This is an optimization exercise on Yosys and OpenROAD, whose aim is small area and a short achievable clock period, not a production implementation.
No functional check of the RTL was part of any run shown here.
The flow treats the clock pin as an ideal source, which a real chip does not have.
Power and IR drop assume default switching activity.

`flow/config.mk`:
```
export PLATFORM = sky130hd
export DESIGN_NAME = idStage
export DESIGN_NICKNAME = idStage
export VERILOG_FILES = /design/flow/design.v
export SDC_FILE = /design/flow/constraint.sdc
export NUM_CORES = 4
export LEC_CHECK = 0
export CAP_MARGIN = 20
export CORE_MARGIN = 2
export CORE_UTILIZATION = 60
export SETUP_SLACK_MARGIN = 3
export SLEW_MARGIN = 20
export SYNTH_HIERARCHICAL = 1
export TNS_END_PERCENT = 10
```
`flow/constraint.sdc`:
```
create_clock -name core_clock -period 11.0 [get_ports {clk}]
set_input_delay 2.2000 -clock core_clock [delete_from_list [all_inputs] [get_ports {clk}]]
set_output_delay 2.2000 -clock core_clock [all_outputs]
set_load 0.01 [all_outputs]
```
`flow/design.v`:
```
package mips_pkg;
    localparam logic [5:0] opSpecial = 6'b000000;
    localparam logic [5:0] opRegimm  = 6'b000001;
    localparam logic [5:0] opJ       = 6'b000010;
    localparam logic [5:0] opJal     = 6'b000011;
    localparam logic [5:0] opBeq     = 6'b000100;
    localparam logic [5:0] opBne     = 6'b000101;
    localparam logic [5:0] opBlez    = 6'b000110;
    localparam logic [5:0] opBgtz    = 6'b000111;
    localparam logic [5:0] opAddi    = 6'b001000;
    localparam logic [5:0] opAddiu   = 6'b001001;
    localparam logic [5:0] opSlti    = 6'b001010;
    localparam logic [5:0] opSltiu   = 6'b001011;
    localparam logic [5:0] opOri     = 6'b001101;
    localparam logic [5:0] opLui     = 6'b001111;
    localparam logic [5:0] opLw      = 6'b100011;
    localparam logic [5:0] opSw      = 6'b101011;
    localparam logic [5:0] fnJr      = 6'b001000;
    localparam logic [5:0] fnJalr    = 6'b001001;
    localparam logic [5:0] fnAddu    = 6'b100001;
    localparam logic [5:0] fnSlt     = 6'b101010;
    localparam logic [5:0] fnSltu    = 6'b101011;
    localparam logic [4:0] rtBltz    = 5'b00000;
    localparam logic [4:0] rtBgez    = 5'b00001;
    localparam logic [4:0] rtBltzal  = 5'b10000;
    localparam logic [4:0] rtBgezal  = 5'b10001;
    localparam logic [1:0] dselLink  = 2'b00;
    localparam logic [1:0] dselLui   = 2'b01;
    localparam logic [1:0] dselSet   = 2'b10;
    typedef enum logic [2:0] {
        cmpNe   = 3'd0,
        cmpLtz  = 3'd1,
        cmpLez  = 3'd2,
        cmpEq   = 3'd3,
        cmpGez  = 3'd4,
        cmpGtz  = 3'd5,
        cmpTrue = 3'd6,   
        cmpLt   = 3'd7    
    } cmpMode;
    typedef struct packed {
        logic [5:0]                      opcode;
        logic [5-1:0] rs;
        logic [5-1:0] rt;
        logic [5-1:0] rd;
        logic [4:0]                      shamt;
        logic [5:0]                      funct;
    } rFormat;
    typedef struct packed {
        logic [5:0]                      opcode;
        logic [5-1:0] rs;
        logic [5-1:0] rt;
        logic [15:0]                     imm16;
    } iFormat;
    typedef struct packed {
        logic [5:0]  opcode;
        logic [25:0] index26;
    } jFormat;
    typedef union packed {
        rFormat rView;
        iFormat iView;
        jFormat jView;
    } instrUnion;
endpackage
`timescale 1ns/100ps
import mips_pkg::*;
module idController (
    input  mips_pkg::instrUnion inst,
    output logic                zeroB,       
    output logic                signedExt,
    output logic                isBranch,
    output logic                jumpReg,     
    output logic                jumpImm,     
    output logic                isLui,
    output logic                isSet,       
    output logic                setImm,      
    output logic                setSigned,   
    output logic                cEq,         
    output logic                cNe,         
    output logic                cLtz,        
    output logic                cGez,        
    output logic                cLez,        
    output logic                cGtz,        
    output logic                cAlways      
);
    logic [5:0] op;
    logic [4:0] rt;
    logic [5:0] fn;
    logic       isSpecial;
    logic       isRegimm;
    logic       rtLtz;
    logic       rtGez;
    assign op = inst.rView.opcode;
    assign rt = inst.rView.rt;
    assign fn = inst.rView.funct;
    assign isSpecial = (op == opSpecial);
    assign isRegimm  = (op == opRegimm);
    assign rtLtz     = (rt == rtBltz) || (rt == rtBltzal);
    assign rtGez     = (rt == rtBgez) || (rt == rtBgezal);
    assign zeroB     = (isRegimm && (rtLtz || rtGez)) || op == opBlez || op == opBgtz;
    assign signedExt = (op == opAddi)  || (op == opAddiu) ||
                       (op == opBeq)   || (op == opBne)   ||
                       (op == opBlez)  || (op == opBgtz)  ||
                       (op == opRegimm) ||
                       (op == opSlti)  || (op == opSltiu) ||
                       (op == opLw)    || (op == opSw);
    assign jumpReg   = isSpecial && (fn == fnJr || fn == fnJalr);
    assign jumpImm   = (op == opJ) || (op == opJal);
    assign isBranch  = (op == opBeq) || (op == opBne) || (op == opBlez) || (op == opBgtz) ||
                       isRegimm || jumpImm || jumpReg;
    assign isLui     = (op == opLui);
    assign setImm    = (op == opSlti) || (op == opSltiu);
    assign isSet     = setImm || (isSpecial && (fn == fnSlt || fn == fnSltu));
    assign setSigned = (op == opSlti) || (isSpecial && fn == fnSlt);
    assign cEq       = (op == opBeq);
    assign cNe       = (op == opBne);
    assign cLtz      = isRegimm && rtLtz;
    assign cGez      = isRegimm && rtGez;
    assign cLez      = (op == opBlez);
    assign cGtz      = (op == opBgtz);
    assign cAlways   = jumpImm || jumpReg || (isRegimm && !rtLtz && !rtGez);
endmodule
`timescale 1ns/100ps
module idComparer (
    input  logic [32-1:0] a,           
    input  logic [32-1:0] b,           
    input  logic [32-1:0] imm,         
    input  logic                        signedCmp,
    input  logic                        setImm,      
    input  logic                        isSet,       
    input  logic                        data0Other,  
    input  logic                        cEq, cNe, cLtz, cGez, cLez, cGtz, cAlways,
    output logic                        branchTaken,
    output logic                        data0
);
    localparam int W = 32;
    logic eq, neg, zero, ltReg, ltImm, setBit;
    assign eq   = (a == b);
    assign neg  = a[W-1];
    assign zero = ~|a;
    idLess lr (.a(a), .b(b),   .signedCmp(signedCmp), .lt(ltReg));
    idLess li (.a(a), .b(imm), .signedCmp(signedCmp), .lt(ltImm));
    assign setBit = setImm ? ltImm : ltReg;
    assign data0  = isSet ? setBit : data0Other;
    assign branchTaken = (cEq  & eq) | (cNe & ~eq) |
                         (cLtz & neg) | (cGez & ~neg) |
                         (cLez & (neg | zero)) | (cGtz & ~(neg | zero)) |
                         cAlways;
endmodule
module idLess (
    input  logic [32-1:0] a,
    input  logic [32-1:0] b,
    input  logic                        signedCmp,
    output logic                        lt
);
    localparam int W = 32;
    localparam int LV = 5;   
    logic [LV:0][W-1:0] l, e;
    always_comb begin
        l[0] = ~a & b;
        e[0] = ~(a ^ b);
        l[0][W-1] = signedCmp ? (a[W-1] & ~b[W-1]) : (~a[W-1] & b[W-1]);
        for (int k = 0; k < LV; k++) begin
            for (int i = 0; i < W; i++) begin
                if (((i >> k) & 1) == 1) begin
                    l[k+1][i] = l[k][i] | (e[k][i] & l[k][((i >> k) << k) - 1]);
                    e[k+1][i] = e[k][i] & e[k][((i >> k) << k) - 1];
                end else begin
                    l[k+1][i] = l[k][i];
                    e[k+1][i] = e[k][i];
                end
            end
        end
    end
    assign lt = l[LV][W-1];
endmodule
`timescale 1ns/100ps
module idOperand (
    input  logic [15:0]                  imm,
    input  logic [32-1:0]  pc,
    input  logic                         signedExt,
    input  logic                         isLui,
    input  logic                         isSet,
    output logic [32-1:0]  extImm,
    output logic [32-1:0]  idData
);
    logic [32-1:0] pcPlus8;
    assign extImm  = {{(32-16){signedExt & imm[15]}}, imm};
    assign pcPlus8 = {pc[32-1:3] + 1'b1, pc[2:0]};   
    always_comb begin
        if (isLui) begin
            idData = {imm, {(32-16){1'b0}}};
        end else if (isSet) begin
            idData = '0;
        end else begin
            idData = pcPlus8;
        end
    end
endmodule
`timescale 1ns/100ps
module idNextPc (
    input  logic [25:0]                  index26,
    input  logic [32-1:0]  pc,
    input  logic                         signedExt,
    input  logic [32-1:0]  rsValue,
    input  logic                         jumpReg,
    input  logic                         jumpImm,
    output logic [32-1:0]  branchTarget
);
    logic [15:0] imm;
    logic [15:0] lowSum;
    logic        carry;
    logic        negImm;
    logic [13:0] hiCarry;    
    logic [13:0] hiNoCarry;  
    logic [3:0]  region;     
    assign imm    = index26[15:0];
    assign negImm = signedExt & imm[15];
    idLowAdd lowAdd (.a(pc[17:2]), .b(imm), .sum(lowSum), .carry(carry));
    idHiAdjust hiAdj (.hi(pc[31:18]), .neg(negImm), .hiCarry(hiCarry), .hiNoCarry(hiNoCarry));
    idRegion reg4 (.pc(pc[31:2]), .region(region));
    always_comb begin
        if (jumpReg) begin
            branchTarget = rsValue;
        end else if (jumpImm) begin
            branchTarget = {region, index26, 2'b00};
        end else begin
            branchTarget = {carry ? hiCarry : hiNoCarry, lowSum, pc[1:0]};
        end
    end
endmodule
module idLowAdd (
    input  logic [15:0] a,
    input  logic [15:0] b,
    output logic [15:0] sum,
    output logic        carry
);
    assign {carry, sum} = {1'b0, a} + {1'b0, b} + 17'd1;
endmodule
module idHiAdjust (
    input  logic [13:0] hi,
    input  logic        neg,
    output logic [13:0] hiCarry,
    output logic [13:0] hiNoCarry
);
    logic [13:0] inc, dec;
    assign inc       = hi + 14'd1;
    assign dec       = hi - 14'd1;
    assign hiCarry   = neg ? hi  : inc;
    assign hiNoCarry = neg ? dec : hi;
endmodule
module idRegion (
    input  logic [29:0] pc,      
    output logic [3:0]  region
);
    assign region = pc[29:26] + {3'b0, &pc[25:0]};
endmodule
`timescale 1ns/100ps
module regFile (
    input  logic                            clk,
    input  logic                            rst,
    input  logic [5-1:0] readAddrA,
    input  logic [5-1:0] readAddrB,
    output logic [32-1:0]     readDataA,
    output logic [32-1:0]     readDataB,
    input  logic                            writeEnable,
    input  logic [5-1:0] writeAddr,
    input  logic [32-1:0]     writeData
);
    localparam int N = 32;
    localparam int W = 32;
    logic [N-1:1][W-1:0] regs;
    logic [N-1:1][W-1:0] regsNext;
    logic [N-1:1]        wLive;    
    logic [N-1:1]        wSet;     
    logic [N-1:1]        wHold;    
    logic [N-1:1]        selA, selB;
    logic                bypA, bypB;
    logic [3:0] nAh, nBh, wH;
    logic [7:0] nAl, nBl, wL;
    rfPredec2 pah (.a(readAddrA[4:3]), .en(1'b1), .n(nAh));
    rfPredec3 pal (.a(readAddrA[2:0]), .n(nAl));
    rfPredec2 pbh (.a(readAddrB[4:3]), .en(1'b1), .n(nBh));
    rfPredec3 pbl (.a(readAddrB[2:0]), .n(nBl));
    rfPredec2H pwh (.a(writeAddr[4:3]), .en(writeEnable), .p(wH));
    rfPredec3H pwl (.a(writeAddr[2:0]), .p(wL));
    for (genvar i = 1; i < N; i++) begin : g_dec
        assign wLive[i] = wH[i / 8] & wL[i % 8];
        rfA211oi sa (.a1(wH[i / 8]), .a2(wL[i % 8]), .b(nAh[i / 8]), .c(nAl[i % 8]),
                     .y(selA[i]));
        rfA211oi sb (.a1(wH[i / 8]), .a2(wL[i % 8]), .b(nBh[i / 8]), .c(nBl[i % 8]),
                     .y(selB[i]));
    end
    assign bypA = writeEnable && (writeAddr == readAddrA) && (readAddrA != '0);
    assign bypB = writeEnable && (writeAddr == readAddrB) && (readAddrB != '0);
    assign wSet  = wLive & {(N-1){~rst}};
    assign wHold = ~wLive & {(N-1){~rst}};
    for (genvar i = 1; i < N; i++) begin : g_row
        for (genvar j = 0; j < W; j++) begin : g_bit
            rfHoldBit hb (.q(regs[i][j]), .hold(wHold[i]), .d(writeData[j]), .set(wSet[i]),
                          .y(regsNext[i][j]));
        end
    end
    always_ff @(posedge clk) begin
        regs <= regsNext;
    end
    for (genvar j = 0; j < W; j++) begin : g_read
        logic [N-2:0] col;
        for (genvar i = 1; i < N; i++) begin : g_col
            assign col[i-1] = regs[i][j];
        end
        rfReadBit ra (.d(col), .sel(selA), .wd(writeData[j]), .byp(bypA), .y(readDataA[j]));
        rfReadBit rb (.d(col), .sel(selB), .wd(writeData[j]), .byp(bypB), .y(readDataB[j]));
    end
endmodule
module rfHoldBit (
    input  logic q,
    input  logic hold,
    input  logic d,
    input  logic set,
    output logic y
);
    assign y = (q & hold) | (d & set);
endmodule
module rfReadBit (
    input  logic [32-2:0] d,
    input  logic [32-2:0] sel,
    input  logic                       wd,
    input  logic                       byp,
    output logic                       y
);
    logic [31:0] dAll, sAll;
    logic [3:0]  grp;
    assign dAll = {wd, d};
    assign sAll = {byp, sel};
    for (genvar g = 0; g < 4; g++) begin : g_grp
        rfRead8 r8 (.d(dAll[8*g +: 8]), .sel(sAll[8*g +: 8]), .y(grp[g]));
    end
    logic lo, hi;
    rfNor2  o01 (.a(grp[0]), .b(grp[1]), .y(lo));
    rfNor2  o23 (.a(grp[2]), .b(grp[3]), .y(hi));
    rfNand2 oAll (.a(lo), .b(hi), .y(y));
endmodule
module rfRead8 (
    input  logic [7:0] d,
    input  logic [7:0] sel,
    output logic       y
);
    assign y = |(d & sel);
endmodule
module rfPredec2 (
    input  logic [1:0] a,
    input  logic       en,
    output logic [3:0] n
);
    logic [1:0] an;
    rfInv i0 (.a(a[0]), .y(an[0]));
    rfInv i1 (.a(a[1]), .y(an[1]));
    rfNand3 d0 (.a(en), .b(an[1]), .c(an[0]), .y(n[0]));
    rfNand3 d1 (.a(en), .b(an[1]), .c(a[0]),  .y(n[1]));
    rfNand3 d2 (.a(en), .b(a[1]),  .c(an[0]), .y(n[2]));
    rfNand3 d3 (.a(en), .b(a[1]),  .c(a[0]),  .y(n[3]));
endmodule
module rfPredec3 (
    input  logic [2:0] a,
    output logic [7:0] n
);
    logic [2:0] an;
    for (genvar b = 0; b < 3; b++) begin : g_inv
        rfInv ib (.a(a[b]), .y(an[b]));
    end
    for (genvar k = 0; k < 8; k++) begin : g_k
        rfNand3 dk (.a(k[2] ? a[2] : an[2]), .b(k[1] ? a[1] : an[1]), .c(k[0] ? a[0] : an[0]),
                    .y(n[k]));
    end
endmodule
module rfInv (
    input  logic a,
    output logic y
);
    assign y = ~a;
endmodule
module rfNand3 (
    input  logic a,
    input  logic b,
    input  logic c,
    output logic y
);
    assign y = ~(a & b & c);
endmodule
module rfNor2 (
    input  logic a,
    input  logic b,
    output logic y
);
    assign y = ~(a | b);
endmodule
module rfNand2 (
    input  logic a,
    input  logic b,
    output logic y
);
    assign y = ~(a & b);
endmodule
module rfNor3 (
    input  logic a,
    input  logic b,
    input  logic c,
    output logic y
);
    assign y = ~(a | b | c);
endmodule
module rfPredec2H (
    input  logic [1:0] a,
    input  logic       en,
    output logic [3:0] p
);
    logic [1:0] an;
    logic       enn;
    rfInv ie (.a(en),   .y(enn));
    rfInv i0 (.a(a[0]), .y(an[0]));
    rfInv i1 (.a(a[1]), .y(an[1]));
    rfNor3 d0 (.a(enn), .b(a[1]),  .c(a[0]),  .y(p[0]));
    rfNor3 d1 (.a(enn), .b(a[1]),  .c(an[0]), .y(p[1]));
    rfNor3 d2 (.a(enn), .b(an[1]), .c(a[0]),  .y(p[2]));
    rfNor3 d3 (.a(enn), .b(an[1]), .c(an[0]), .y(p[3]));
endmodule
module rfPredec3H (
    input  logic [2:0] a,
    output logic [7:0] p
);
    logic [2:0] an;
    for (genvar b = 0; b < 3; b++) begin : g_inv
        rfInv ib (.a(a[b]), .y(an[b]));
    end
    for (genvar k = 0; k < 8; k++) begin : g_k
        rfNor3 dk (.a(k[2] ? an[2] : a[2]), .b(k[1] ? an[1] : a[1]), .c(k[0] ? an[0] : a[0]),
                   .y(p[k]));
    end
endmodule
module rfA211oi (
    input  logic a1,
    input  logic a2,
    input  logic b,
    input  logic c,
    output logic y
);
    assign y = ~((a1 & a2) | b | c);
endmodule
`timescale 1ns/100ps
import mips_pkg::*;
module idStage (
    input  logic                            clk,
    input  logic                            rst,
    input  mips_pkg::instrUnion             inst,
    input  logic [32-1:0]     pc,
    input  logic                            wbWriteEnable,
    input  logic [5-1:0] wbWriteAddr,
    input  logic [32-1:0]     wbWriteData,
    output logic [32-1:0]     rsValue,
    output logic [32-1:0]     rtValue,
    output logic [32-1:0]     extImm,
    output logic [32-1:0]     idData,
    output logic [32-1:0]     branchTarget,
    output logic                            branchTaken,
    output logic                            isBranch
);
    logic zeroB, signedExt, jumpReg, jumpImm, isLui, isSet, setImm, setSigned;
    logic cEq, cNe, cLtz, cGez, cLez, cGtz, cAlways;
    logic [32-1:0] rtRaw;      
    logic [32-1:0] immExt;
    logic data0Other, data0;
    logic [32-1:0] idDataOther;
    idController ctrl (
        .inst(inst), .zeroB(zeroB), .signedExt(signedExt), .isBranch(isBranch),
        .jumpReg(jumpReg), .jumpImm(jumpImm), .isLui(isLui), .isSet(isSet),
        .setImm(setImm), .setSigned(setSigned),
        .cEq(cEq), .cNe(cNe), .cLtz(cLtz), .cGez(cGez), .cLez(cLez), .cGtz(cGtz),
        .cAlways(cAlways)
    );
    regFile grf (
        .clk(clk), .rst(rst),
        .readAddrA(inst.rView.rs), .readAddrB(inst.rView.rt),
        .readDataA(rsValue), .readDataB(rtRaw),
        .writeEnable(wbWriteEnable), .writeAddr(wbWriteAddr), .writeData(wbWriteData)
    );
    assign rtValue = zeroB ? '0 : rtRaw;
    idComparer comparer (
        .a(rsValue), .b(rtRaw), .imm(immExt), .signedCmp(setSigned), .setImm(setImm),
        .isSet(isSet), .data0Other(data0Other),
        .cEq(cEq), .cNe(cNe), .cLtz(cLtz), .cGez(cGez), .cLez(cLez), .cGtz(cGtz),
        .cAlways(cAlways), .branchTaken(branchTaken), .data0(data0)
    );
    idOperand operand (
        .imm(inst.iView.imm16), .pc(pc), .signedExt(signedExt), .isLui(isLui),
        .isSet(isSet), .extImm(immExt), .idData(idDataOther)
    );
    assign data0Other = idDataOther[0];
    assign idData = {idDataOther[32-1:1], data0};
    assign extImm = immExt;
    idNextPc nextPc (
        .index26(inst.jView.index26), .pc(pc), .signedExt(signedExt), .rsValue(rsValue),
        .jumpReg(jumpReg), .jumpImm(jumpImm), .branchTarget(branchTarget)
    );
endmodule
```
`flow/flow/run.sh`:
```
#!/bin/bash
# Layout flow: the standard ORFS flow (standard.sh, which also runs the
# standard synthesis), with two changes:
#  - the buffers that buffer_ports puts on every input and output port are
#    plain buf_2 cells instead of the delay cells it picks by default;
#  - clock tree synthesis clusters up to 20 sinks per leaf buffer and
#    inserts no dummy loads, for a smaller clock tree.
# make's full output goes to flow_make.log here; each ORFS step's log stays
# under orfs/logs/.
set -euo pipefail
bash standard.sh \
    "BUFFER_PORTS_ARGS=-buffer_cell sky130_fd_sc_hd__buf_2" \
    "CTS_ARGS=-sink_clustering_enable -repair_clock_nets -sink_clustering_size 20 -sink_clustering_max_diameter 100 -dont_use_dummy_load" \
    finish > flow_make.log 2>&1
```
`flow/standard.sh`:
```
#!/bin/bash
# synth_recipe.tcl (not shown) runs the flow's synth.tcl, then flattens the netlist and writes it again
# the make line also repeats each setting of config.mk as NAME=value (left out here)
make -C /OpenROAD-flow-scripts/flow DESIGN_CONFIG=/design/flow/config.mk WORK_HOME=/design/flow/orfs CLKGATE_MAP_FILE= SYNTH_SCRIPT=/design/flow/synth_recipe.tcl "${@:-finish}"
```
==> results by group, run 1 <==
Final layout
  • Count of nets after finishing: 5,365
  • Register name with the most flops: grf.regs
  • Flip-flop count of the largest register after layout: 992
  • Area Overhead vs Synth: 20.8%
  • Share of layout cells above drive strength 1: 0.205
  • Biggest registers after layout: grf.regs: 992 flops

Pwr
  • Total power divided by cell area: 116 nW/µm²
  • Maximum resistive drop on vdd: 0.164 mV
  • Leakage power: 20.8 nW

Setup path
  • CP arrival: 6.63 ns
  • Worst Reg2Reg Path Length in Cells: 1
  • Worst setup EP type: output port
  • Startpoint types: input port
  • Launch point of the critical path: inst[22]
  • CP required: 8.80 ns
  • WS Path Type: input port to output port
  • Slack of the worst reg-to-reg path: 10.22 ns
  • Crit path to: idData[0]
  • Origin of the critical flop-to-flop path: grf.regs[686]
  • Critical-path maximum fanout: 16
  • RR Endpoint: grf.regs[686]

Timing
  • Final period util: 0.803
  • Total count of max-transition violations in the final report: 0
  • Final setup vio count: 0
  • Max Freq: 113 MHz
  • Final hold viol count: 0
  • Accumulated negative setup slack: 0 ns
  • Transition time at the pin with the least slew margin: 1.30 ns
  • Worst slew slack as a fraction of its limit: 0.132
  • Clock Skew: 0 ns
  • Final min period: 8.83 ns
  • Unrepaired setup endpoints after global routing: yes
  • Final-layout worst hold slack: 0.515 ns

Clock tree
  • H-tree lvl count: 2
  • Clock Root Buffer: sky130_fd_sc_hd__clkbuf_16
  • Latest clock arrival within the worst-skew pair: 0.69 ns
  • Clock input transition at the sequential cells of the worst setup and hold paths: 0.08 ns
  • Hold_buf cts: 0
  • Maximum count of clock buffers along a single path: 3
  • CTS tree: built
  • Number of buffers created by CTS: 55
  • Number of sinks handled by clock tree synthesis: 992

Placed design
  • Gpl congestion: 1.05
  • Dpl hpwl: 138,000 µm
  • Port buffer count: 265

Route
  • Routed length per instance: 37.2 µm
  • DRC: 0
  • Number of nets with antenna violations after detailed routing: 0
  • Initial DRT Pass Iterations: 10
  • Starting DRC count in detailed routing: 9,222
  • Routed via count divided by cell count: 8.14
  • Vias after detailed routing: 50,600
  • WL final: 231,000 µm

Run
  • Max-cap violations: 0

Run status
  • Result of the run: no timing/DRC/antenna violations

Yosys
  • Post-synthesis area per instance: 10.2 µm²
  • Most frequent cells after synthesis: 1,024 x sky130_fd_sc_hd__a22oi_1, 994 x sky130_fd_sc_hd__a22o_1, 992 x sky130_fd_sc_hd__dfxtp_1
  • Area of the mapped netlist: 46,500 µm²
  • Most used DFF post-synth: sky130_fd_sc_hd__dfxtp_1
  • Seq cells post-synth: 992
  • Most frequent cell after synthesis: sky130_fd_sc_hd__a22oi_1
  • Area share of the largest cell type after synthesis: 0.427
  • Count of unique library cells instantiated by Yosys: 91
  • Number of synthesized flops with an enable pin: 0
  • Cell type with the largest total area after synthesis: sky130_fd_sc_hd__dfxtp_1
  • Count of yosys warnings during synthesis: 10
  • Post-synthesis instance total: 4,555
  • Sequential share of the synthesized area: 0.427
  • Top post-synthesis cells by area: sky130_fd_sc_hd__dfxtp_1 43%, sky130_fd_sc_hd__a22o_1 19%, sky130_fd_sc_hd__a22oi_1 17%
  • Proportion of register bits with asynchronous set or reset after synthesis: 0

Floorplanning
  • Die extent in x: 282 µm
  • Core Box Area: 77,100 µm²
  • Count of boundary I/O pins: 266
  • Total Die Area: 79,800 µm²
  • Y dimension of the die: 282 µm
  • Starting Density: 0.604
  • Number of standard-cell rows in the floorplan: 102

Worst hold path
  • Worst hold path type: flop to flop
  • Hold Path Origin: grf.regs[370]
  • Number of stages on the worst hold path: 1

Global routing
  • Remaining global-route overflow: 0
  • First-pass GRT wire length: 325,000 µm
  • Pin count of the biggest net entering global routing: 38
  • Initial antenna violation count: 15
  • GRT Overall Usage: 0.555
  • Via count of the first global-routing pass: 45,900
[area by class of cell]
class / instances / area, µm²
Multi-Input combinational cell: 3384 / 27700
Fill cell: 5896 / 20900
Sequential cell: 992 / 19900
Timing Repair Buffer: 641 / 5540
Clock buffer: 55 / 1380
Tap cell: 1040 / 1300
Inverter: 101 / 398
Antenna cell: 4 / 10.0
[metal layers]
layer | vias to the layer above | global-route usage | wire length [µm]
met3 | 1359 | 0.290 | 42500
met1 | 24100 | 0.663 | 77200
met5 | - | 0 | 132
met4 | 16 | 0.424 | 24000
li1 | 20200 | - | -
met2 | 4897 | 0.746 | 87400
[Yosys stat by module (local to each module, per instance), excerpt]
module      cell area, µm²  cells  times used  flip-flops and latches
idOperand             1220    194           1                       0
rfRead8               36.3      5         256                       0
rfNand2               3.75      1          64                       0
idLowAdd               806    113           1                       0
idRegion               109     14           1                       0
rfNand3               5.00      1          24                       0
rfHoldBit             8.76      1         992                       0
idNextPc               958    121           1                       0
idStage                230     36           1                       0
rfNor2                3.75      1         128                       0
regFile              20400   1087           1                     992
idComparer             502     63           1                       0
rfA211oi              12.5      1          62                       0
[how the worst min path moves through the flow]
stage	endpoint	slack (ns)
after floorplan	grf.regs[128]	0.48
after global placement	grf.regs[814]	0.49
after detailed placement	grf.regs[303]	0.49
after CTS	grf.regs[708]	0.52
after global routing	grf.regs[924]	0.53
final	grf.regs[370]	0.52
[worst max-delay path, cell delays in order]
cell and delay, ns:
sky130_fd_sc_hd__buf_4 0.20, sky130_fd_sc_hd__nor4_1 0.76, sky130_fd_sc_hd__o21ai_0 0.22, sky130_fd_sc_hd__and4_4 0.31, sky130_fd_sc_hd__a22oi_1 0.20, sky130_fd_sc_hd__nand4_1 0.18
sky130_fd_sc_hd__nor2_4 0.56, sky130_fd_sc_hd__nand2_4 0.22, sky130_fd_sc_hd__inv_2 0.09, sky130_fd_sc_hd__ha_1 0.24, sky130_fd_sc_hd__a21o_1 0.18, sky130_fd_sc_hd__nand3_1 0.08
sky130_fd_sc_hd__a21oi_1 0.07, sky130_fd_sc_hd__o31a_1 0.27, sky130_fd_sc_hd__a311o_1 0.37, sky130_fd_sc_hd__mux2i_1 0.18, sky130_fd_sc_hd__a21oi_1 0.09, sky130_fd_sc_hd__buf_2 0.15
[metrics by stage]
stage	cells	utilization	area (µm²)	setup WS [ns]	total power [mW]
2_1_floorplan	4562	-	46800	2.93	4.03
3_3_place_gp	5946	0.658	50800	1.35	4.36
3_5_place_dp	5955	0.661	51000	1.29	4.38
4_1_cts	6181	0.720	55500	2.78	6.41
5_1_grt	6215	0.729	56200	2.13	6.63
6_report	6217	0.729	56200	2.17	6.52
[cell usage in the layout (no fill, tap or decap), types with 34 or more instances in the layout]
cell type / count
sky130_fd_sc_hd__nor2b_1: 49
sky130_fd_sc_hd__nand3_1: 36
sky130_fd_sc_hd__xnor2_1: 66
sky130_fd_sc_hd__buf_2: 251
sky130_fd_sc_hd__nand2_1: 84
sky130_fd_sc_hd__a21oi_1: 36
sky130_fd_sc_hd__buf_4: 257
sky130_fd_sc_hd__clkbuf_16: 55
sky130_fd_sc_hd__dfxtp_1: 992
sky130_fd_sc_hd__inv_1: 91
sky130_fd_sc_hd__a211oi_4: 62
sky130_fd_sc_hd__and2_1: 37
sky130_fd_sc_hd__nand4_1: 296
sky130_fd_sc_hd__a22o_1: 994
sky130_fd_sc_hd__mux2i_1: 34
sky130_fd_sc_hd__nor2_4: 51
sky130_fd_sc_hd__buf_6: 51
sky130_fd_sc_hd__nor2_2: 39
sky130_fd_sc_hd__buf_12: 37
sky130_fd_sc_hd__a22oi_1: 1006
sky130_fd_sc_hd__nor2_1: 84
sky130_fd_sc_hd__ha_1: 83
[timing repair]
item | CTS | global route
pin swaps | 138 | 39
buffers inserted | 160 | 20
gates cloned | 11 | 0
endpoints found under the setup margin | 51 | 2
gates resized for setup | 397 | 46
[power by group]
group          switching (mW)  internal [mW]  total, mW
registers              0.0226           3.61       3.64
clock network            1.20          0.885       2.09
logic                   0.552          0.243      0.795
[kinds of logic after synthesis]
group,Yosys count,synth area share
adders and majority gates,86,0.0233
muxes,35,0.00756
AOI/OAI and AO/OA,2270,0.397
xor gates and xnor gates,91,0.0171
other,1,0.0000806
buffers and inverters,186,0.0207
and+or+nand+nor,894,0.107
DFF,992,0.427
==> run 2: changes to the inputs <==
--- a/flow/config.mk
+++ b/flow/config.mk
@@ -7,7 +7,7 @@
 export LEC_CHECK = 0
 export CAP_MARGIN = 20
 export CORE_MARGIN = 2
-export CORE_UTILIZATION = 60
+export CORE_UTILIZATION = 50
 export SETUP_SLACK_MARGIN = 3
 export SLEW_MARGIN = 20
 export SYNTH_HIERARCHICAL = 1
==> run 2 against run 1 <==
Highest routed layer unchanged. Hold slack hardly changed. Setup slack better by 0.27 ns. Critical path depth is 3 higher. Global-route usage is 7.6 points lower. Register-to-register slack better by 0.06 ns. Combinational power is 2% higher. Largest power group unchanged.
==> results by group, run 2 <==
Placed design
  • Port buffer count: 265
  • Gpl congestion: 0.999
  • Dpl hpwl: 147,000 µm

Global routing
  • Via count of the first global-routing pass: 44,500
  • Pin count of the biggest net entering global routing: 37
  • Remaining global-route overflow: 0
  • First-pass GRT wire length: 334,000 µm
  • Initial antenna violation count: 9
  • GRT Overall Usage: 0.479

Timing
  • Final min period: 8.56 ns
  • Clock Skew: 0 ns
  • Max Freq: 117 MHz
  • Accumulated negative setup slack: 0 ns
  • Final setup vio count: 0
  • Worst slew slack as a fraction of its limit: 0.219
  • Final hold viol count: 0
  • Final period util: 0.779
  • Unrepaired setup endpoints after global routing: yes
  • Transition time at the pin with the least slew margin: 1.17 ns
  • Total count of max-transition violations in the final report: 0

Yosys
  • Count of yosys warnings during synthesis: 10
  • Seq cells post-synth: 992
  • Post-synthesis instance total: 4,555
  • Count of unique library cells instantiated by Yosys: 91
  • Area share of and/or/nand/nor cells after synthesis: 0.107
  • Dominant combinational cell family by area after synthesis: compound AO/OA/AOI/OAI gates
  • Sequential share of the synthesized area: 0.427
  • Top post-synthesis cells by area: sky130_fd_sc_hd__dfxtp_1 43%, sky130_fd_sc_hd__a22o_1 19%, sky130_fd_sc_hd__a22oi_1 17%
  • Area of the mapped netlist: 46,500 µm²
  • Proportion of register bits with asynchronous set or reset after synthesis: 0
  • Area share of the largest cell type after synthesis: 0.427
  • Cell type with the largest total area after synthesis: sky130_fd_sc_hd__dfxtp_1
  • Fraction of the mapped netlist area in adder cells: 0.0233
  • Number of synthesized flops with an enable pin: 0
  • Post-synthesis share of cell area spent on xor and xnor gates: 0.0171
  • Most frequent cell after synthesis: sky130_fd_sc_hd__a22oi_1
  • Most used DFF post-synth: sky130_fd_sc_hd__dfxtp_1
  • Mux cell area share after synthesis: 0.00756
  • Post-synthesis area per instance: 10.2 µm²
  • Most frequent cells after synthesis: 1,024 x sky130_fd_sc_hd__a22oi_1, 994 x sky130_fd_sc_hd__a22o_1, 992 x sky130_fd_sc_hd__dfxtp_1
  • Area fraction in compound gates after synthesis: 0.397

Route
  • Initial DRT Pass Iterations: 7
  • WL final: 242,000 µm
  • DRC: 0
  • Routed length per instance: 37.5 µm
  • Starting DRC count in detailed routing: 8,447
  • Vias after detailed routing: 49,400
  • Routed via count divided by cell count: 7.64
  • Number of nets with antenna violations after detailed routing: 0

Final layout
  • Final core occ: 0.628
  • Area Overhead vs Synth: 24.0%
  • Register name with the most flops: grf.regs
  • Biggest registers after layout: grf.regs: 992 flops
  • Commonest cells after routing, fill and taps aside: 994 x sky130_fd_sc_hd__a22o_1, 992 x sky130_fd_sc_hd__dfxtp_1, 969 x sky130_fd_sc_hd__a22oi_1
  • Most frequent standard cell in the layout excluding fill and tap cells: sky130_fd_sc_hd__a22o_1
  • Share of layout cells above drive strength 1: 0.233
  • Flip-flop count of the largest register after layout: 992
  • Count of nets after finishing: 5,406

Floorplanning
  • Y dimension of the die: 309 µm
  • Starting Density: 0.506
  • Die extent in x: 309 µm
  • Core Box Area: 91,900 µm²
  • Number of standard-cell rows in the floorplan: 111
  • Total Die Area: 95,500 µm²
  • Count of boundary I/O pins: 266

Setup path
  • Launch point of the critical path: wbWriteAddr[2]
  • WS Path Type: input port to output port
  • Critical-path maximum fanout: 32
  • Origin of the critical flop-to-flop path: grf.regs[145]
  • CP required: 8.80 ns
  • Worst setup EP type: output port
  • CP arrival: 6.36 ns
  • Startpoint types: input port

Pwr
  • Leakage power: 21.2 nW
  • Total power divided by cell area: 114 nW/µm²
  • Maximum resistive drop on vdd: 0.135 mV

Worst hold path
  • Worst hold path type: flop to flop
  • Hold Path Origin: grf.regs[916]

Clock tree
  • Number of buffers created by CTS: 56
  • CTS tree: built
  • H-tree lvl count: 2
  • Clock Root Buffer: sky130_fd_sc_hd__clkbuf_16
  • Clock input transition at the sequential cells of the worst setup and hold paths: 0.08 ns
  • Maximum count of clock buffers along a single path: 3
  • Number of sinks handled by clock tree synthesis: 992
  • Latest clock arrival within the worst-skew pair: 0.69 ns

Run status
  • Result of the run: no timing/DRC/antenna violations

Run
  • Max-cap violations: 0
## run 2: cell types whose count changed in the layout (fill, tap and decap cells not counted), moves of 12 or more
cell,delta
sky130_fd_sc_hd__a22oi_1,-37
sky130_fd_sc_hd__a22oi_2,+37
sky130_fd_sc_hd__buf_12,+17
sky130_fd_sc_hd__buf_6,+14
sky130_fd_sc_hd__ha_1,-14
sky130_fd_sc_hd__ha_4,+14
sky130_fd_sc_hd__inv_1,-21
sky130_fd_sc_hd__inv_2,+17
sky130_fd_sc_hd__nand2_4,+12
sky130_fd_sc_hd__nor2_1,-15
sky130_fd_sc_hd__nor2_4,+13
## run 2: layout make-up
class / count / area (µm²)
diodes: 7 / 17.5
clock buffers: 56 / 1400
repair buffers: 681 / 6070
inverters: 101 / 410
multi-input cells: 3384 / 28400
flip-flops and latches: 992 / 19900
fillers: 7626 / 34200
well taps: 1243 / 1560
## run 2: cells by family (layout without fill, tap and decap cells)
family | count (synthesis) | after routing
AND/OR/NAND/NOR | 894 | 894
multiplexers | 35 | 35
adder cells (fa/ha/maj) | 86 | 86
AO/OA/AOI/OAI | 2270 | 2270
buffers and inverters | 186 | 838
XOR/XNOR | 91 | 91
other | 1 | 15
flip-flops | 992 | 992
## run 2: path summary, 6_finish.rpt
path         slack (ns)       endpoint  cells after the start
min                0.51  grf.regs[916]                      1
max                2.44    branchTaken                     21
max reg2reg       10.28  grf.regs[145]                      1
min reg2reg        0.51  grf.regs[916]                      1
## run 2: modules after synthesis, one instance, submodules excluded, a selection
module / flops+latches / area (µm²) / cells inside
idOperand: 0 / 1220 / 194
rfInv: 0 / 3.75 / 1
rfNor2: 0 / 3.75 / 1
rfNand3: 0 / 5.00 / 1
idStage: 0 / 230 / 36
idRegion: 0 / 109 / 14
rfNor3: 0 / 10.0 / 1
idHiAdjust: 0 / 674 / 87
idController: 0 / 233 / 40
rfA211oi: 0 / 12.5 / 1
rfHoldBit: 0 / 8.76 / 1
idLowAdd: 0 / 806 / 113
## run 2: power breakdown
| group | internal [mW] | switching, mW |
|---|---|---|
| combinational | 0.246 | 0.565 |
| clock | 0.901 | 1.23 |
| sequential | 3.61 | 0.0228 |
## run 2: critical path, cell delays in order
cell                         delay [ns]
sky130_fd_sc_hd__buf_12            0.10
sky130_fd_sc_hd__clkinvlp_4        0.11
sky130_fd_sc_hd__buf_6             0.13
sky130_fd_sc_hd__nor3_4            0.26
sky130_fd_sc_hd__buf_6             0.15
sky130_fd_sc_hd__buf_12            0.11
sky130_fd_sc_hd__buf_4             0.12
sky130_fd_sc_hd__buf_12            0.10
sky130_fd_sc_hd__a211oi_4          0.05
sky130_fd_sc_hd__buf_6             0.24
sky130_fd_sc_hd__a22oi_1           0.25
sky130_fd_sc_hd__nand4_1           0.40
sky130_fd_sc_hd__nor2_1            0.49
sky130_fd_sc_hd__nand2_4           0.21
sky130_fd_sc_hd__buf_6             0.19
sky130_fd_sc_hd__xnor2_1           0.12
sky130_fd_sc_hd__nand4_1           0.14
sky130_fd_sc_hd__nor4_2            0.32
sky130_fd_sc_hd__a21boi_0          0.12
sky130_fd_sc_hd__a2111o_1          0.36
sky130_fd_sc_hd__buf_6             0.15
## run 2: stage by stage
stage	cell area (µm²)	instances	power [mW]	hold slack [ns]	setup WS (ns)
2_1_floorplan	46800	4562	4.03	0.479	2.93
3_3_place_gp	51100	6163	4.40	0.489	1.43
3_5_place_dp	51300	6170	4.40	0.495	1.47
4_1_cts	55900	6364	6.49	0.514	2.66
5_1_grt	57700	6461	6.70	0.530	2.43
6_report	57700	6464	6.58	0.515	2.44
## run 2: what timing repair did
item,in CTS,in global routing
hold buffers,0,0
endpoints found under the setup margin,48,2
cloned,12,8
setup buffers,126,83
resized for setup,450,194
pin swaps,160,149
## run 2: per-layer routing
metal	global-route usage	vias to the layer above	routed length, µm
met2	0.669	4015	95400
met4	0.289	6	19200
li1	-	20300	-
met5	0.0126	-	188
met1	0.611	24200	89800
met3	0.199	842	37600
==> run 3: changes to the inputs <==
--- a/flow/design.v
+++ b/flow/design.v
@@ -184,18 +184,51 @@
     output logic [32-1:0]  idData
 );
     logic [32-1:0] pcPlus8;
-    assign extImm  = {{(32-16){signedExt & imm[15]}}, imm};
-    assign pcPlus8 = {pc[32-1:3] + 1'b1, pc[2:0]};   
-    always_comb begin
-        if (isLui) begin
-            idData = {imm, {(32-16){1'b0}}};
-        end else if (isSet) begin
-            idData = '0;
-        end else begin
-            idData = pcPlus8;
+    logic                        keepPc;    
+    assign extImm = {{(32-16){signedExt & imm[15]}}, imm};
+    idInc29 inc (.x(pc[32-1:3]), .sum(pcPlus8[32-1:3]));
+    assign pcPlus8[2:0] = pc[2:0];
+    assign keepPc = ~isLui & ~isSet;
+    assign idData = ({imm & {16{isLui}}, 16'h0}) | (pcPlus8 & {32{keepPc}});
+endmodule
+module idInc29 (
+    input  logic [28:0] x,
+    output logic [28:0] sum
+);
+    logic [7:0]  blkOnes;    
+    logic [7:0]  blkCin;     
+    for (genvar b = 0; b < 8; b++) begin : g_blk
+        localparam int LO = 4 * b;
+        localparam int HI = (4 * b + 3 > 28) ? 28 : 4 * b + 3;
+        logic [HI-LO+1:0] c;     
+        assign blkOnes[b] = &x[HI:LO];
+        if (b == 0) begin : g_first
+            assign blkCin[b] = 1'b1;
+        end else begin : g_next
+            opAnd2 ca (.a(blkCin[b-1]), .b(blkOnes[b-1]), .y(blkCin[b]));
+        end
+        assign c[0] = blkCin[b];
+        for (genvar k = 0; k <= HI - LO; k++) begin : g_bit
+            opHalfAdd ha (.a(x[LO+k]), .b(c[k]), .s(sum[LO+k]), .co(c[k+1]));
         end
     end
 endmodule
+module opHalfAdd (
+    input  logic a,
+    input  logic b,
+    output logic s,
+    output logic co
+);
+    assign s  = a ^ b;
+    assign co = a & b;
+endmodule
+module opAnd2 (
+    input  logic a,
+    input  logic b,
+    output logic y
+);
+    assign y = a & b;
+endmodule
 `timescale 1ns/100ps
 module idNextPc (
     input  logic [25:0]                  index26,
@@ -218,14 +251,21 @@
     idLowAdd lowAdd (.a(pc[17:2]), .b(imm), .sum(lowSum), .carry(carry));
     idHiAdjust hiAdj (.hi(pc[31:18]), .neg(negImm), .hiCarry(hiCarry), .hiNoCarry(hiNoCarry));
     idRegion reg4 (.pc(pc[31:2]), .region(region));
-    always_comb begin
-        if (jumpReg) begin
-            branchTarget = rsValue;
-        end else if (jumpImm) begin
-            branchTarget = {region, index26, 2'b00};
-        end else begin
-            branchTarget = {carry ? hiCarry : hiNoCarry, lowSum, pc[1:0]};
-        end
+    logic        selJr, selJ, selRel;
+    logic [32-1:0] jumpTarget;
+    logic [32-1:0] relTarget;
+    assign selJr  = jumpReg;
+    assign selJ   = ~jumpReg & jumpImm;
+    assign selRel = ~jumpReg & ~jumpImm;
+    assign jumpTarget = {region, index26, 2'b00};
+    for (genvar k = 0; k < 14; k++) begin : g_hi
+        opMux2 m (.s(carry), .a1(hiCarry[k]), .a0(hiNoCarry[k]), .y(relTarget[18+k]));
+    end
+    assign relTarget[17:0] = {lowSum, pc[1:0]};
+    for (genvar k = 0; k < 32; k++) begin : g_out
+        opAo222 o (.a1(rsValue[k]),    .a2(selJr),
+                   .b1(jumpTarget[k]), .b2(selJ),
+                   .c1(relTarget[k]),  .c2(selRel), .y(branchTarget[k]));
     end
 endmodule
 module idLowAdd (
@@ -254,6 +294,20 @@
 );
     assign region = pc[29:26] + {3'b0, &pc[25:0]};
 endmodule
+module opMux2 (
+    input  logic s,
+    input  logic a1,
+    input  logic a0,
+    output logic y
+);
+    assign y = s ? a1 : a0;
+endmodule
+module opAo222 (
+    input  logic a1, a2, b1, b2, c1, c2,
+    output logic y
+);
+    assign y = (a1 & a2) | (b1 & b2) | (c1 & c2);
+endmodule
 `timescale 1ns/100ps
 module regFile (
     input  logic                            clk,
@@ -273,22 +327,22 @@
     logic [N-1:1]        wLive;    
     logic [N-1:1]        wSet;     
     logic [N-1:1]        wHold;    
-    logic [N-1:1]        selA, selB;
+    logic [1:0][N-1:1]   selA, selB;     
     logic                bypA, bypB;
-    logic [3:0] nAh, nBh, wH;
-    logic [7:0] nAl, nBl, wL;
-    rfPredec2 pah (.a(readAddrA[4:3]), .en(1'b1), .n(nAh));
-    rfPredec3 pal (.a(readAddrA[2:0]), .n(nAl));
-    rfPredec2 pbh (.a(readAddrB[4:3]), .en(1'b1), .n(nBh));
-    rfPredec3 pbl (.a(readAddrB[2:0]), .n(nBl));
-    rfPredec2H pwh (.a(writeAddr[4:3]), .en(writeEnable), .p(wH));
-    rfPredec3H pwl (.a(writeAddr[2:0]), .p(wL));
+    logic [3:0] nAh, nBh, nWh;
+    logic [7:0] nAl, nBl, nWl;
+    rfPredec2 pah (.a(readAddrA[4:3]),  .en(1'b1),        .n(nAh));
+    rfPredec3 pal (.a(readAddrA[2:0]),  .n(nAl));
+    rfPredec2 pbh (.a(readAddrB[4:3]),  .en(1'b1),        .n(nBh));
+    rfPredec3 pbl (.a(readAddrB[2:0]),  .n(nBl));
+    rfPredec2 pwh (.a(writeAddr[4:3]),  .en(writeEnable), .n(nWh));
+    rfPredec3 pwl (.a(writeAddr[2:0]),  .n(nWl));
     for (genvar i = 1; i < N; i++) begin : g_dec
-        assign wLive[i] = wH[i / 8] & wL[i % 8];
-        rfA211oi sa (.a1(wH[i / 8]), .a2(wL[i % 8]), .b(nAh[i / 8]), .c(nAl[i % 8]),
-                     .y(selA[i]));
-        rfA211oi sb (.a1(wH[i / 8]), .a2(wL[i % 8]), .b(nBh[i / 8]), .c(nBl[i % 8]),
-                     .y(selB[i]));
+        rfNor2 wl (.a(nWh[i / 8]), .b(nWl[i % 8]), .y(wLive[i]));
+        for (genvar h = 0; h < 2; h++) begin : g_half
+            rfNor3 sa (.a(nAh[i / 8]), .b(nAl[i % 8]), .c(wLive[i]), .y(selA[h][i]));
+            rfNor3 sb (.a(nBh[i / 8]), .b(nBl[i % 8]), .c(wLive[i]), .y(selB[h][i]));
+        end
     end
     assign bypA = writeEnable && (writeAddr == readAddrA) && (readAddrA != '0);
     assign bypB = writeEnable && (writeAddr == readAddrB) && (readAddrB != '0);
@@ -308,8 +362,10 @@
         for (genvar i = 1; i < N; i++) begin : g_col
             assign col[i-1] = regs[i][j];
         end
-        rfReadBit ra (.d(col), .sel(selA), .wd(writeData[j]), .byp(bypA), .y(readDataA[j]));
-        rfReadBit rb (.d(col), .sel(selB), .wd(writeData[j]), .byp(bypB), .y(readDataB[j]));
+        rfReadBit ra (.d(col), .sel(selA[j / 16]), .wd(writeData[j]), .byp(bypA),
+                      .y(readDataA[j]));
+        rfReadBit rb (.d(col), .sel(selB[j / 16]), .wd(writeData[j]), .byp(bypB),
+                      .y(readDataB[j]));
     end
 endmodule
 module rfHoldBit (
@@ -409,43 +465,6 @@
 );
     assign y = ~(a | b | c);
 endmodule
-module rfPredec2H (
-    input  logic [1:0] a,
-    input  logic       en,
-    output logic [3:0] p
-);
-    logic [1:0] an;
-    logic       enn;
-    rfInv ie (.a(en),   .y(enn));
-    rfInv i0 (.a(a[0]), .y(an[0]));
-    rfInv i1 (.a(a[1]), .y(an[1]));
-    rfNor3 d0 (.a(enn), .b(a[1]),  .c(a[0]),  .y(p[0]));
-    rfNor3 d1 (.a(enn), .b(a[1]),  .c(an[0]), .y(p[1]));
-    rfNor3 d2 (.a(enn), .b(an[1]), .c(a[0]),  .y(p[2]));
-    rfNor3 d3 (.a(enn), .b(an[1]), .c(an[0]), .y(p[3]));
-endmodule
-module rfPredec3H (
-    input  logic [2:0] a,
-    output logic [7:0] p
-);
-    logic [2:0] an;
-    for (genvar b = 0; b < 3; b++) begin : g_inv
-        rfInv ib (.a(a[b]), .y(an[b]));
-    end
-    for (genvar k = 0; k < 8; k++) begin : g_k
-        rfNor3 dk (.a(k[2] ? an[2] : a[2]), .b(k[1] ? an[1] : a[1]), .c(k[0] ? an[0] : a[0]),
-                   .y(p[k]));
-    end
-endmodule
-module rfA211oi (
-    input  logic a1,
-    input  logic a2,
-    input  logic b,
-    input  logic c,
-    output logic y
-);
-    assign y = ~((a1 & a2) | b | c);
-endmodule
 `timescale 1ns/100ps
 import mips_pkg::*;
 module idStage (
==> flow/flow/run.sh (replaced) <==
#!/bin/bash
# Layout flow: the standard ORFS flow (standard.sh, which also runs the
# standard synthesis), with these changes:
#  - the buffers that buffer_ports puts on every input and output port are
#    plain buf_2 cells instead of the delay cells it picks by default;
#  - clock tree synthesis clusters up to 20 sinks per leaf buffer and
#    inserts no dummy loads, for a smaller clock tree;
#  - after CTS, one more setup repair that may resize cells to any footprint
#    (flow/post_cts.tcl).
# make's full output goes to flow_make.log here; each ORFS step's log stays
# under orfs/logs/.
set -euo pipefail
bash standard.sh \
    "BUFFER_PORTS_ARGS=-buffer_cell sky130_fd_sc_hd__buf_2" \
    "CTS_ARGS=-sink_clustering_enable -repair_clock_nets -sink_clustering_size 20 -sink_clustering_max_diameter 100 -dont_use_dummy_load" \
    "POST_CTS_TCL=$(pwd)/flow/post_cts.tcl" \
    finish > flow_make.log 2>&1
==> flow/flow/post_cts.tcl (new file) <==
# Hook run by ORFS at the end of the CTS step (POST_CTS_TCL), before it
# writes 4_1_cts.odb: one more setup repair, this time free to resize cells
# to any footprint (the step's own repair keeps footprints), then legalize.
log_cmd estimate_parasitics -placement
log_cmd repair_timing -setup -setup_margin $::env(SETUP_SLACK_MARGIN) -repair_tns 100 -verbose
log_cmd detailed_placement
check_placement -verbose
report_worst_slack -max
==> run 3 against run 2 <==
Still clean on timing, DRC and antenna. Via count decreased by 1.5%. Die area hardly changed. Sequential cell count unchanged. Global-route usage shrank 3.0 points. Power fell by 0.12%. Register-to-register slack barely moved. Non-clock buffer count shrank 11. Highest routed layer unchanged.
==> results by group, run 3 <==
Pwr
  • Seq pwr share: 0.553
  • Maximum resistive drop on vdd: 0.129 mV
  • Switching power: 1.81 mW
  • Leakage power: 21.1 nW
  • Clock network fraction of design power: 0.324
  • Switching Share: 0.276
  • Part of the power in combinational logic: 0.123
  • Internal power: 4.76 mW
  • Total power divided by cell area: 115 nW/µm²

Global routing
  • Via count of the first global-routing pass: 44,100
  • Remaining global-route overflow: 0
  • GRT Overall Usage: 0.449
  • Pin count of the biggest net entering global routing: 37
  • Initial antenna violation count: 8
  • First-pass GRT wire length: 316,000 µm

Yosys
  • Area of the mapped netlist: 46,500 µm²
  • Count of unique library cells instantiated by Yosys: 78
  • Count of yosys warnings during synthesis: 8
  • Cell type with the largest total area after synthesis: sky130_fd_sc_hd__dfxtp_1
  • Proportion of register bits with asynchronous set or reset after synthesis: 0
  • Most frequent cells after synthesis: 1,024 x sky130_fd_sc_hd__a22oi_1, 1,008 x sky130_fd_sc_hd__a22o_1, 992 x sky130_fd_sc_hd__dfxtp_1
  • Top post-synthesis cells by area: sky130_fd_sc_hd__dfxtp_1 43%, sky130_fd_sc_hd__a22o_1 19%, sky130_fd_sc_hd__a22oi_1 17%
  • Seq cells post-synth: 992
  • Most used DFF post-synth: sky130_fd_sc_hd__dfxtp_1
  • Post-synthesis area per instance: 10.3 µm²
  • Area share of the largest cell type after synthesis: 0.427
  • Most frequent cell after synthesis: sky130_fd_sc_hd__a22oi_1
  • Post-synthesis instance total: 4,535
  • Number of synthesized flops with an enable pin: 0
  • Sequential share of the synthesized area: 0.427

Final layout
  • Area Overhead vs Synth: 22.4%
  • Flip-flop count of the largest register after layout: 992
  • Register name with the most flops: grf.regs
  • Commonest cells after routing, fill and taps aside: 1,008 x sky130_fd_sc_hd__a22o_1, 992 x sky130_fd_sc_hd__dfxtp_1, 967 x sky130_fd_sc_hd__a22oi_1
  • Most frequent standard cell in the layout excluding fill and tap cells: sky130_fd_sc_hd__a22o_1
  • Share of layout cells above drive strength 1: 0.244
  • Biggest registers after layout: grf.regs: 992 flops
  • Count of nets after finishing: 5,427

Timing
  • Clock Skew: 0 ns
  • Accumulated negative setup slack: 0 ns
  • Max Freq: 120 MHz
  • Total count of max-transition violations in the final report: 0
  • Unrepaired setup endpoints after global routing: yes
  • Post-layout worst setup margin: 2.64 ns
  • Transition time at the pin with the least slew margin: 1.35 ns
  • Final hold viol count: 0
  • Final setup vio count: 0
  • Final period util: 0.760
  • Final-layout worst hold slack: 0.515 ns
  • Worst slew slack as a fraction of its limit: 0.0972
  • Final min period: 8.36 ns

Route
  • Initial DRT Pass Iterations: 10
  • Highest metal layer with signal wires: met5
  • DRC: 0
  • Routed length per instance: 35.1 µm
  • DR WL met2: 94,000 µm
  • Wl on met1: 88,000 µm
  • WL final: 226,000 µm
  • Routed via count divided by cell count: 7.53
  • Vias after detailed routing: 48,600
  • Starting DRC count in detailed routing: 8,000
  • Met3 WL post-DR: 33,300 µm
  • Number of nets with antenna violations after detailed routing: 0

Run status
  • Result of the run: no timing/DRC/antenna violations

Floorplanning
  • Total Die Area: 95,600 µm²
  • Y dimension of the die: 309 µm
  • Count of boundary I/O pins: 266
  • Starting Density: 0.506
  • Core Box Area: 91,900 µm²
  • Die extent in x: 309 µm
  • Number of standard-cell rows in the floorplan: 111

Setup path
  • Slack of the worst reg-to-reg path: 10.28 ns
  • CP required: 8.80 ns
  • Worst setup EP type: output port
  • Critical-path maximum fanout: 16
  • WS Path Type: input port to output port
  • Startpoint types: input port
  • CP arrival: 6.16 ns

Clock tree
  • Latest clock arrival within the worst-skew pair: 0.70 ns
  • CTS tree: built
  • Number of sinks handled by clock tree synthesis: 992
  • Clock input transition at the sequential cells of the worst setup and hold paths: 0.08 ns

Placed design
  • Port buffer count: 265
  • Dpl hpwl: 143,000 µm
  • Pre-CTS setup slack: 1.61 ns
  • Gpl congestion: 1.06

Run
  • Max-cap violations: 0

Worst hold path
  • Worst hold path type: flop to flop
[run 3: cell count changes after synthesis, sizes merged, moves of 29 or more]
cell,before,now
mux2i,34,4
nand2,133,104
inv,101,131
nor3,40,142
a21oi,67,36
a222oi,0,32
a211oi,82,4
nor2,174,218
[run 3: path summary, 6_finish.rpt]
kind,to,cells past startpoint,startpoint
max,idData[0],21,wbWriteAddr[2]
min,grf.regs[681],1,grf.regs[681]
max reg2reg,grf.regs[608],1,grf.regs[608]
min reg2reg,grf.regs[681],1,grf.regs[681]
[run 3: layer usage]
metal	vias to the layer above	global-route usage
met4	14	0.166
met3	740	0.157
met5	-	0.00809
met2	3895	0.655
li1	20300	-
met1	23700	0.610
[run 3: power by group through the flow]
stage	Sequential (mW)	Clock, mW	Combinational, mW
after floorplan	3.71	0	0.309
after global placement	3.72	0	0.666
after detailed placement	3.72	0	0.673
after global routing	3.64	2.25	0.820
final	3.64	2.13	0.807
[run 3: stage by stage]
step	cell area [µm²]	utilization	power, mW	cells
3_5_place_dp	51100	0.555	4.39	6175
5_1_grt	57000	0.620	6.71	6451
6_report	57000	0.620	6.57	6454
3_3_place_gp	50800	0.553	4.39	6166
2_1_floorplan	46600	-	4.02	4544
[run 3: cell families after synthesis]
kind of cell,count (synthesis),synth area share
AOI/OAI and AO/OA,2171,0.378
DFF,992,0.427
and+or+nand+nor,965,0.124
buffers and inverters,195,0.0209
adders and majority gates,114,0.0308
xor gates and xnor gates,76,0.0143
muxes,19,0.00562
other,3,0.000242
[run 3: layout make-up]
class	count	area, µm²
inverter	131	538
antenna	4	10.0
tap	1243	1560
clock buffer	56	1400
fill	7819	35000
sequential	992	19900
timing repair buffer	670	5470
multi-input combinational	3358	28100
[run 3: per-module statistics from Yosys (local to each module, per instance), excerpt]
module,flip-flops and latches,copies in the design,cells inside,cell area (µm²)
opAo222,0,32,2,13.8
opAnd2,0,7,1,6.26
rfNor2,0,159,1,3.75
idRegion,0,1,14,109
idHiAdjust,0,1,87,674
rfInv,0,15,1,3.75
opHalfAdd,0,29,1,12.5
rfRead8,0,256,5,36.3
rfHoldBit,0,992,1,8.76
[run 3: critical path: stages]
cell and delay, ns:
sky130_fd_sc_hd__buf_12 0.13, sky130_fd_sc_hd__clkinvlp_4 0.18, sky130_fd_sc_hd__nand3_4 0.14, sky130_fd_sc_hd__nor2_4 0.25, sky130_fd_sc_hd__nor3_2 0.06, sky130_fd_sc_hd__buf_4 0.23
sky130_fd_sc_hd__a22oi_1 0.19, sky130_fd_sc_hd__nand4_1 0.33, sky130_fd_sc_hd__nor2_4 0.27, sky130_fd_sc_hd__nand2_4 0.07, sky130_fd_sc_hd__buf_4 0.14, sky130_fd_sc_hd__inv_2 0.07
sky130_fd_sc_hd__ha_4 0.21, sky130_fd_sc_hd__nand4_1 0.14, sky130_fd_sc_hd__nor3_2 0.08, sky130_fd_sc_hd__a221oi_2 0.25, sky130_fd_sc_hd__o211ai_1 0.20, sky130_fd_sc_hd__a311o_1 0.44
sky130_fd_sc_hd__mux2i_2 0.28, sky130_fd_sc_hd__a21oi_2 0.10, sky130_fd_sc_hd__buf_2 0.16
==> run 4: changes to the inputs <==
--- a/flow/config.mk
+++ b/flow/config.mk
@@ -8,6 +8,7 @@
 export CAP_MARGIN = 20
 export CORE_MARGIN = 2
 export CORE_UTILIZATION = 50
+export PLACE_DENSITY = 0.85
 export SETUP_SLACK_MARGIN = 3
 export SLEW_MARGIN = 20
 export SYNTH_HIERARCHICAL = 1
==> run 4 against run 3 <==
Register-to-register slack lost 0.06 ns. Final cell count shrank 0.26%. Fmax shrank 2.7%. Sequential share of layout area grew 0.70 points. Hold slack gained 0.0022 ns. Global-route usage shrank 2.3 points. Clock-buffer cell count shrank 1. Sequential power is essentially flat. Largest power group unchanged. Combinational power shrank 5.0%.
==> results by group, run 4 <==
Floorplanning
  • Number of standard-cell rows in the floorplan: 111
  • Die extent in x: 309 µm
  • Y dimension of the die: 309 µm
  • Core Box Area: 91,900 µm²
  • Total Die Area: 95,600 µm²
  • Starting Density: 0.506
  • Count of boundary I/O pins: 266

Yosys
  • Top post-synthesis cells by area: sky130_fd_sc_hd__dfxtp_1 43%, sky130_fd_sc_hd__a22o_1 19%, sky130_fd_sc_hd__a22oi_1 17%
  • Most frequent cell after synthesis: sky130_fd_sc_hd__a22oi_1
  • Cell type with the largest total area after synthesis: sky130_fd_sc_hd__dfxtp_1
  • Count of yosys warnings during synthesis: 8
  • Seq cells post-synth: 992
  • Area share of the largest cell type after synthesis: 0.427
  • Area of the mapped netlist: 46,500 µm²
  • Proportion of register bits with asynchronous set or reset after synthesis: 0
  • Sequential share of the synthesized area: 0.427
  • Most frequent cells after synthesis: 1,024 x sky130_fd_sc_hd__a22oi_1, 1,008 x sky130_fd_sc_hd__a22o_1, 992 x sky130_fd_sc_hd__dfxtp_1
  • Count of unique library cells instantiated by Yosys: 78
  • Post-synthesis instance total: 4,535
  • Number of synthesized flops with an enable pin: 0
  • Most used DFF post-synth: sky130_fd_sc_hd__dfxtp_1
  • Post-synthesis area per instance: 10.3 µm²

Timing
  • Max Freq: 116 MHz
  • Transition time at the pin with the least slew margin: 1.24 ns
  • Final setup vio count: 0
  • Total count of max-transition violations in the final report: 0
  • Final min period: 8.59 ns
  • Final-layout worst hold slack: 0.517 ns
  • Worst slew slack as a fraction of its limit: 0.173
  • Final period util: 0.781
  • Accumulated negative setup slack: 0 ns
  • Final hold viol count: 0
  • Unrepaired setup endpoints after global routing: yes
  • Clock Skew: 0 ns

Global routing
  • Remaining global-route overflow: 0
  • Pin count of the biggest net entering global routing: 57
  • Initial antenna violation count: 11
  • First-pass GRT wire length: 309,000 µm
  • GRT Overall Usage: 0.426
  • Via count of the first global-routing pass: 47,200

Run status
  • Result of the run: no timing/DRC/antenna violations

Pwr
  • Internal power: 4.72 mW
  • Total power divided by cell area: 116 nW/µm²
  • Total power: 6.49 mW
  • Clock network fraction of design power: 0.321
  • Leakage power: 20.8 nW
  • Maximum resistive drop on vdd: 0.131 mV
  • Switching power: 1.76 mW
  • Seq pwr share: 0.561
  • Part of the power in combinational logic: 0.118
  • Switching Share: 0.272

Final layout
  • Area Overhead vs Synth: 20.0%
  • Register name with the most flops: grf.regs
  • Area occupied by registers: 19,900 µm²
  • Share of layout cells above drive strength 1: 0.229
  • Commonest cells after routing, fill and taps aside: 1,008 x sky130_fd_sc_hd__a22o_1, 1,006 x sky130_fd_sc_hd__a22oi_1, 992 x sky130_fd_sc_hd__dfxtp_1
  • Filler Cells Inserted: 7,464
  • Biggest registers after layout: grf.regs: 992 flops
  • Flip-flop count of the largest register after layout: 992
  • Count of nets after finishing: 5,409
  • Most frequent standard cell in the layout excluding fill and tap cells: sky130_fd_sc_hd__a22o_1
  • Area taken by multi-input logic gates: 27,600 µm²

Setup path
  • Startpoint types: input port
  • CP arrival: 6.39 ns
  • Worst setup EP type: output port
  • Slack of the worst reg-to-reg path: 10.22 ns
  • Critical-path maximum fanout: 8
  • Origin of the critical flop-to-flop path: grf.regs[229]
  • Worst Reg2Reg Path Length in Cells: 1
  • WS Path Type: input port to output port
  • CP required: 8.80 ns
  • RR Endpoint: grf.regs[229]

Clock tree
  • Clock input transition at the sequential cells of the worst setup and hold paths: 0.08 ns
  • Number of sinks handled by clock tree synthesis: 992
  • CTS tree: built
  • Latest clock arrival within the worst-skew pair: 0.67 ns

Route
  • Routed via count divided by cell count: 7.94
  • Starting DRC count in detailed routing: 11,500
  • Initial DRT Pass Iterations: 15
  • WL final: 217,000 µm
  • DRC: 0
  • Routed length per instance: 33.6 µm
  • Vias after detailed routing: 51,100
  • Number of nets with antenna violations after detailed routing: 0

Placed design
  • Gpl congestion: 1.08
  • Port buffer count: 265
  • Dpl hpwl: 136,000 µm

Worst hold path
  • Number of stages on the worst hold path: 1
  • Worst hold path type: flop to flop
  • Hold Path Origin: grf.regs[507]
  • Hold worst-path end: grf.regs[507]

Run
  • Max-cap violations: 0
==> run 4: cell families after synthesis <==
group / count (synthesis) / share of synthesized area
buffers and inverters: 195 / 0.0209
adder cells (fa/ha/maj): 114 / 0.0308
AO/OA/AOI/OAI: 2171 / 0.378
multiplexers: 19 / 0.00562
other: 3 / 0.000242
XOR/XNOR: 76 / 0.0143
flip-flops: 992 / 0.427
AND/OR/NAND/NOR: 965 / 0.124
==> run 4: Yosys stat by module (local to each module, per instance), a selection <==
module | flops+latches | cells inside | area [µm²]
idLowAdd | 0 | 125 | 872
idLess | 0 | 111 | 798
idHiAdjust | 0 | 87 | 674
idComparer | 0 | 63 | 502
idStage | 0 | 36 | 230
idInc29 | 0 | 8 | 65.1
rfRead8 | 0 | 5 | 36.3
idNextPc | 0 | 4 | 22.5
opMux2 | 0 | 1 | 15.0
opAo222 | 0 | 2 | 13.8
rfNor3 | 0 | 1 | 10.0
rfHoldBit | 0 | 1 | 8.76
rfNand3 | 0 | 1 | 5.00
rfNor2 | 0 | 1 | 3.75
rfInv | 0 | 1 | 3.75
==> run 4: metrics by stage <==
| step | worst slack, ns | instance area [µm²] | cells | utilization |
|---|---|---|---|---|
| after global placement | 1.62 | 50800 | 6190 | 0.552 |
| after detailed placement | 1.62 | 50900 | 6194 | 0.553 |
| final | 2.41 | 55900 | 6437 | 0.608 |
| after global routing | 2.56 | 55900 | 6434 | 0.607 |
| after floorplan | 3.16 | 46600 | 4544 | - |
==> run 4: per-layer routing <==
metal	GRT usage	vias to the layer above	wire length, µm
li1	-	20200	-
met1	0.532	24000	74500
met2	0.587	5289	82900
met3	0.225	1534	40700
met4	0.225	36	17700
met5	0.0258	-	779
==> run 4: critical path, cell delays in order <==
cell                       delay (ns)
sky130_fd_sc_hd__buf_4           0.18
sky130_fd_sc_hd__inv_4           0.10
sky130_fd_sc_hd__nand3_4         0.07
sky130_fd_sc_hd__buf_12          0.17
sky130_fd_sc_hd__nor2_4          0.16
sky130_fd_sc_hd__nor3_4          0.08
sky130_fd_sc_hd__buf_12          0.15
sky130_fd_sc_hd__buf_6           0.16
sky130_fd_sc_hd__buf_4           0.15
sky130_fd_sc_hd__a22oi_1         0.15
sky130_fd_sc_hd__nand4_1         0.29
sky130_fd_sc_hd__nor2_1          0.39
sky130_fd_sc_hd__nand2_1         0.42
sky130_fd_sc_hd__o21ai_1         0.32
sky130_fd_sc_hd__a221oi_2        0.10
sky130_fd_sc_hd__o211ai_1        0.43
sky130_fd_sc_hd__a311o_1         0.31
sky130_fd_sc_hd__mux2i_4         0.14
sky130_fd_sc_hd__a21oi_4         0.25
sky130_fd_sc_hd__buf_6           0.14
==> run 4: layout make-up <==
cell class / instances / share of cell area
multi-input combinational: 3357 / 0.494
timing repair buffer: 654 / 0.0879
inverter: 131 / 0.00943
tap: 1243 / 0.0278
antenna: 5 / 0.000224
clock buffer: 55 / 0.0246
sequential: 992 / 0.356
==> run 4: worst max-delay path by stage <==
stage | cells past startpoint | slack [ns] | start | endpoint
after global placement | 18 | 1.62 | inst[24] | idData[0]
after global routing | 23 | 2.56 | wbWriteAddr[4] | idData[0]
final | 20 | 2.41 | wbWriteAddr[4] | idData[0]
after floorplan | 17 | 3.16 | inst[24] | idData[0]
after detailed placement | 18 | 1.62 | inst[24] | idData[0]
==> run 4: power by group through the flow <==
stage                     Sequential [mW]  Combinational [mW]  Clock, mW
after detailed placement             3.72               0.639          0
after global routing                 3.64               0.773       2.17
after floorplan                      3.71               0.309          0
final                                3.64               0.767       2.08
after global placement               3.72               0.632          0

-- re-timing with driven ports --
No port has a modelled driver above. Below, the same layouts with a new extraction and two added sets of constraints.
Step 1, drivers: a clkbuf_16 drives clk and a buf_2 each remaining input, both assumed.
Step 2, shift: input delay + t, output delay - t, t = (earliest + latest rising clock arrival at the registers) / 2. This alone moves slack from input paths to output paths.
a / b / c = ideal ports / drivers / drivers and shift; a / b = the first two.
run	t, ns	setup slack, ns	worst setup path after step 2
run 1	0.726	2.166 / 2.132 / 2.132	input to output
run 2	0.755	2.436 / 2.280 / 2.280	input to output
run 3	0.756	2.636 / 2.558 / 2.558	input to output
run 4	0.721	2.405 / 2.364 / 2.364	input to output
After both steps setup and hold are still met in every run listed. For run 2, which loses most, drivers alone change the setup slack by -0.156 ns; drivers and shift together by -0.156 ns.
